This is an optimization exercise on Yosys and OpenROAD, whose aim is small area, a short achievable clock period and few clock cycles, not a production implementation.
The RTL was checked by simulation tests, not by an equivalence proof against the original design.
Power and IR drop assume default switching activity.

Setup of JK:
Design inst_cache, start of the top module:
module inst_cache #(
  parameter int unsigned INC_BITS = 6
) (
  input  logic        clk,
  input  logic        rst,
  input  logic [15:0] instAddr,
  output logic        hit,
  output logic [15:0] instruction,
  output logic        memReq,
  output logic [15:0] memAddr,
  input  logic [15:0] memData,
  input  logic        memReady
);
Size: about 17 flip-flops, roughly 69 I/O pins.
Settings: LEC_CHECK=0, CAP_MARGIN=20, CORE_AREA=3 3 87 87, DIE_AREA=0 0 90 90, PLACE_DENSITY=0.7, SETUP_SLACK_MARGIN=3, SLEW_MARGIN=20, SYNTH_HIERARCHICAL=1, SYNTH_MINIMUM_KEEP_SIZE=0; clock period 5.5 ns.
standard.sh (not shown) runs the stock make flow with config.mk's settings and CLKGATE_MAP_FILE= SYNTH_SCRIPT=/design/flow/synth_recipe.tcl, a recipe that flattens the netlist after the stock synthesis.
==> flow/flow/run.sh <==
#!/bin/bash
# Standard ORFS layout, with the port buffers inserted as the smallest plain
# buffer (sky130_fd_sc_hd__buf_1) so the resizer can size them like any other
# buffer, and a clock tree of clkbuf_4 cells without dummy loads.  make's full
# output goes to flow_make.log; ORFS's per-step logs stay under orfs/logs.
set -euo pipefail
bash standard.sh "BUFFER_PORTS_ARGS=-buffer_cell sky130_fd_sc_hd__buf_1" \
  "CTS_ARGS=-sink_clustering_enable -sink_clustering_size 30 -buf_list sky130_fd_sc_hd__clkbuf_4 -root_buf sky130_fd_sc_hd__clkbuf_4 -dont_use_dummy_load -repair_clock_nets" \
  finish > flow_make.log 2>&1
Testbench counts of JK, summed over its fixed seeds: cycles 33,817.
For MS, these inputs were changed with respect to JK:
==> flow/flow/run.sh <==
#!/bin/bash
# Standard ORFS layout, with the port buffers inserted as the smallest plain
# buffer (sky130_fd_sc_hd__buf_1) so the resizer can size them like any other
# buffer.  make's full output goes to flow_make.log; ORFS's per-step logs stay
# under orfs/logs.
set -euo pipefail
bash standard.sh "BUFFER_PORTS_ARGS=-buffer_cell sky130_fd_sc_hd__buf_1" finish > flow_make.log 2>&1
diff --git a/flow/config.mk b/flow/config.mk
--- a/flow/config.mk
+++ b/flow/config.mk
@@ -7,7 +7,7 @@
 export LEC_CHECK = 0
+export ABC_AREA = 1
 export CAP_MARGIN = 20
 export CORE_AREA = 3 3 87 87
+export CTS_BUF_LIST = sky130_fd_sc_hd__clkbuf_4
 export DIE_AREA = 0 0 90 90
-export PLACE_DENSITY = 0.7
-export SETUP_SLACK_MARGIN = 3
 export SLEW_MARGIN = 20
Results
Compare JK and MS | portion of the post-synthesis area used by sequential elements lower: MS
Per the comparison of MS with JK, detailed placement HPWL shows an increase of 14%; initial antenna violation count shows no meaningful change; area growth from synthesis to final layout shows a reduction of 21 points; via count normalized by instance count shows an increase of about 13%.
Final clock skew down 0.030 ns in MS wrt JK
Post-route non-filler standard cell count, JK and MS: smaller value in JK
Against JK, MS comes in 0.15 ns lower on final critical-path setup slack.
From JK to MS the numbers moved as follows: utilization of the core after routing higher, number of ordinary inverters in the final layout moved up.
JK finished all stages; the layout is clean.
MS: flow completed, timing, DRC and antenna clean
> inputs changed (MS -> AL)
diff --git a/flow/config.mk b/flow/config.mk
--- a/flow/config.mk
+++ b/flow/config.mk
@@ -7,3 +7,2 @@
 export LEC_CHECK = 0
-export ABC_AREA = 1
 export CAP_MARGIN = 20
@@ -12,2 +11,3 @@
 export DIE_AREA = 0 0 90 90
+export SETUP_SLACK_MARGIN = 1.0
 export SLEW_MARGIN = 20
## What came out
Every run in the comparison, AL and MS, completed the flow with a clean layout. Taking MS as 1.0, AL lands at 0.57 on via count. AL against MS; count of multi-input combinational gates is down by more than half. The global placement routability congestion reported for AL is greater than that of MS by about 6%. AL and MS ended up with roughly the same flop and latch count out of synthesis. [compare] base=MS new=AL: share of the core filled with cells has decreased; global-route usage over all layers has decreased.
For TR, these inputs were changed with respect to AL:
diff --git a/flow/flow/run.sh b/flow/flow/run.sh
--- a/flow/flow/run.sh
+++ b/flow/flow/run.sh
@@ -3,4 +3,3 @@
 # buffer (sky130_fd_sc_hd__buf_1) so the resizer can size them like any other
-# buffer.  make's full output goes to flow_make.log; ORFS's per-step logs stay
-# under orfs/logs.
+# buffer.  make's full output goes to flow_make.log.
 set -euo pipefail
diff --git a/flow/config.mk b/flow/config.mk
--- a/flow/config.mk
+++ b/flow/config.mk
@@ -11,3 +11,3 @@
 export DIE_AREA = 0 0 90 90
-export SETUP_SLACK_MARGIN = 1.0
+export SETUP_SLACK_MARGIN = 2.6
 export SLEW_MARGIN = 20
--- outcome ---
- Compared to AL, TR has final routed wirelength across all metal layers about 15% higher.
- TR and AL ended up with roughly the same largest incremental delay on the critical path.
- From AL to TR the numbers moved as follows: global-route wire length before repair up 380 microns; net count reported at finish up 6.2%; worst setup margin up 0.17 ns.

---

main:
The RTL this note starts from:
==> flow/design.v <==
module inst_cache #(
  parameter int unsigned INC_BITS = 6
) (
  input  logic        clk,
  input  logic        rst,
  input  logic [15:0] instAddr,
  output logic        hit,
  output logic [15:0] instruction,
  output logic        memReq,
  output logic [15:0] memAddr,
  input  logic [15:0] memData,
  input  logic        memReady
);
  logic        act_q;       
  logic [15:0] memAddr_q;
  logic [15:0] same;        
  logic [3:0]  nibNe;       
  logic        notReady;    
  logic        loHit, hiSame;
  ic_xnor16 u_same (.a(memAddr_q), .b(instAddr), .y(same));
  ic_nand4  u_ne0  (.a(same[3:0]),   .y(nibNe[0]));
  ic_nand4  u_ne1  (.a(same[7:4]),   .y(nibNe[1]));
  ic_nand4  u_ne2  (.a(same[11:8]),  .y(nibNe[2]));
  ic_nand4  u_ne3  (.a(same[15:12]), .y(nibNe[3]));
  ic_nand2  u_nrdy (.a(act_q), .b(memReady), .y(notReady));
  ic_nor3   u_lo   (.a(nibNe[0]), .b(nibNe[1]), .c(notReady), .y(loHit));
  ic_nor2   u_hi   (.a(nibNe[2]), .b(nibNe[3]), .y(hiSame));
  ic_and2   u_hit  (.a(loHit), .b(hiSame), .y(hit));
  assign instruction = memData;
  assign memReq      = act_q;
  assign memAddr     = memAddr_q;
  always_ff @(posedge clk or posedge rst) begin
    if (rst) act_q <= 1'b0;
    else     act_q <= 1'b1;
  end
  always_ff @(posedge clk) begin
    memAddr_q <= {instAddr[15:INC_BITS], instAddr[INC_BITS-1:0] + INC_BITS'(hit)};
  end
endmodule
module ic_xnor16 (
  input  logic [15:0] a,
  input  logic [15:0] b,
  output logic [15:0] y
);
  assign y = ~(a ^ b);
endmodule
module ic_nand4 (
  input  logic [3:0] a,
  output logic       y
);
  assign y = ~&a;
endmodule
module ic_nand2 (
  input  logic a,
  input  logic b,
  output logic y
);
  assign y = ~(a & b);
endmodule
module ic_nor3 (
  input  logic a,
  input  logic b,
  input  logic c,
  output logic y
);
  assign y = ~(a | b | c);
endmodule
module ic_nor2 (
  input  logic a,
  input  logic b,
  output logic y
);
  assign y = ~(a | b);
endmodule
module ic_and2 (
  input  logic a,
  input  logic b,
  output logic y
);
  assign y = a & b;
endmodule
Settings: LEC_CHECK=0, CAP_MARGIN=20, CORE_AREA=3 3 87 87, CTS_BUF_LIST=sky130_fd_sc_hd__clkbuf_4, DIE_AREA=0 0 90 90, SETUP_SLACK_MARGIN=3, SLEW_MARGIN=20, SYNTH_HIERARCHICAL=1, SYNTH_MINIMUM_KEEP_SIZE=0; clock period 5.5 ns.
==> flow/flow/run.sh <==
#!/bin/bash
# Standard ORFS layout, with the port buffers inserted as the smallest plain
# buffer (sky130_fd_sc_hd__buf_1) so the resizer can size them like any other
# buffer.  make's full output goes to flow_make.log.
set -euo pipefail
bash standard.sh "BUFFER_PORTS_ARGS=-buffer_cell sky130_fd_sc_hd__buf_1" finish > flow_make.log 2>&1
Testbench counts of main, summed over its fixed seeds: cycles 33,817.
#### Input delta (the feature branch over main)
- CTS_BUF_LIST: sky130_fd_sc_hd__clkbuf_4 -> unset
- DIE_AREA: 0 0 90 90 -> 0 0 70 70
- CORE_AREA: 3 3 87 87 -> 3 3 67 67
[summary]
- The final layouts of main and the feature branch pass the timing, design-rule and antenna checks.
- Per the comparison of the feature branch with main, total power increased by 23 µW relative to the old numbers; post-CTS setup buffer count decreased by 1 relative to the old numbers; via count decreased by 12 relative to the old numbers.

-- port drivers added, routing unchanged --
The flow's constraints put no driver on any port. The routed layouts listed below were extracted and timed again, unchanged, in two steps.
Step 1 sets driving cells, clkbuf_16 on the clock port and buf_2 on the other inputs (assumed; they add their load-dependent delay and slew).
Step 2 adds t to the input delays and takes it off the output delays; t is the mean of the earliest and latest rising clock arrival at the registers after step 1. Input paths then give back, and output paths get back, about the clock's delay inside the block.
Slacks: ideal / step 1 / step 2; pairs: ideal / step 1.
| run | shift t [ns] | slack for setup (ns) | worst register clock-pin slew, ns | worst data-port slew with drivers (ns) |
|---|---|---|---|---|
| JK | 0.307 | 2.475 / 2.435 / 2.435 | 0.12 / 0.12 | 0.06 |
| MS | 0.311 | 2.321 / 2.289 / 2.289 | 0.11 / 0.11 | 0.06 |
| AL | 0.307 | 2.238 / 2.213 / 2.213 | 0.10 / 0.10 | 0.07 |
| TR | 0.306 | 2.403 / 2.357 / 2.318 | 0.10 / 0.10 | 0.07 |
| main | 0.308 | 2.497 / 2.450 / 2.450 | 0.11 / 0.11 | 0.07 |
| the feature branch | 0.272 | 2.515 / 2.480 / 2.480 | 0.07 / 0.07 | 0.07 |
After both steps every run listed still meets setup and hold. The setup slack of TR, which loses most, moves by -0.046 ns with the drivers and by -0.085 ns with both steps.
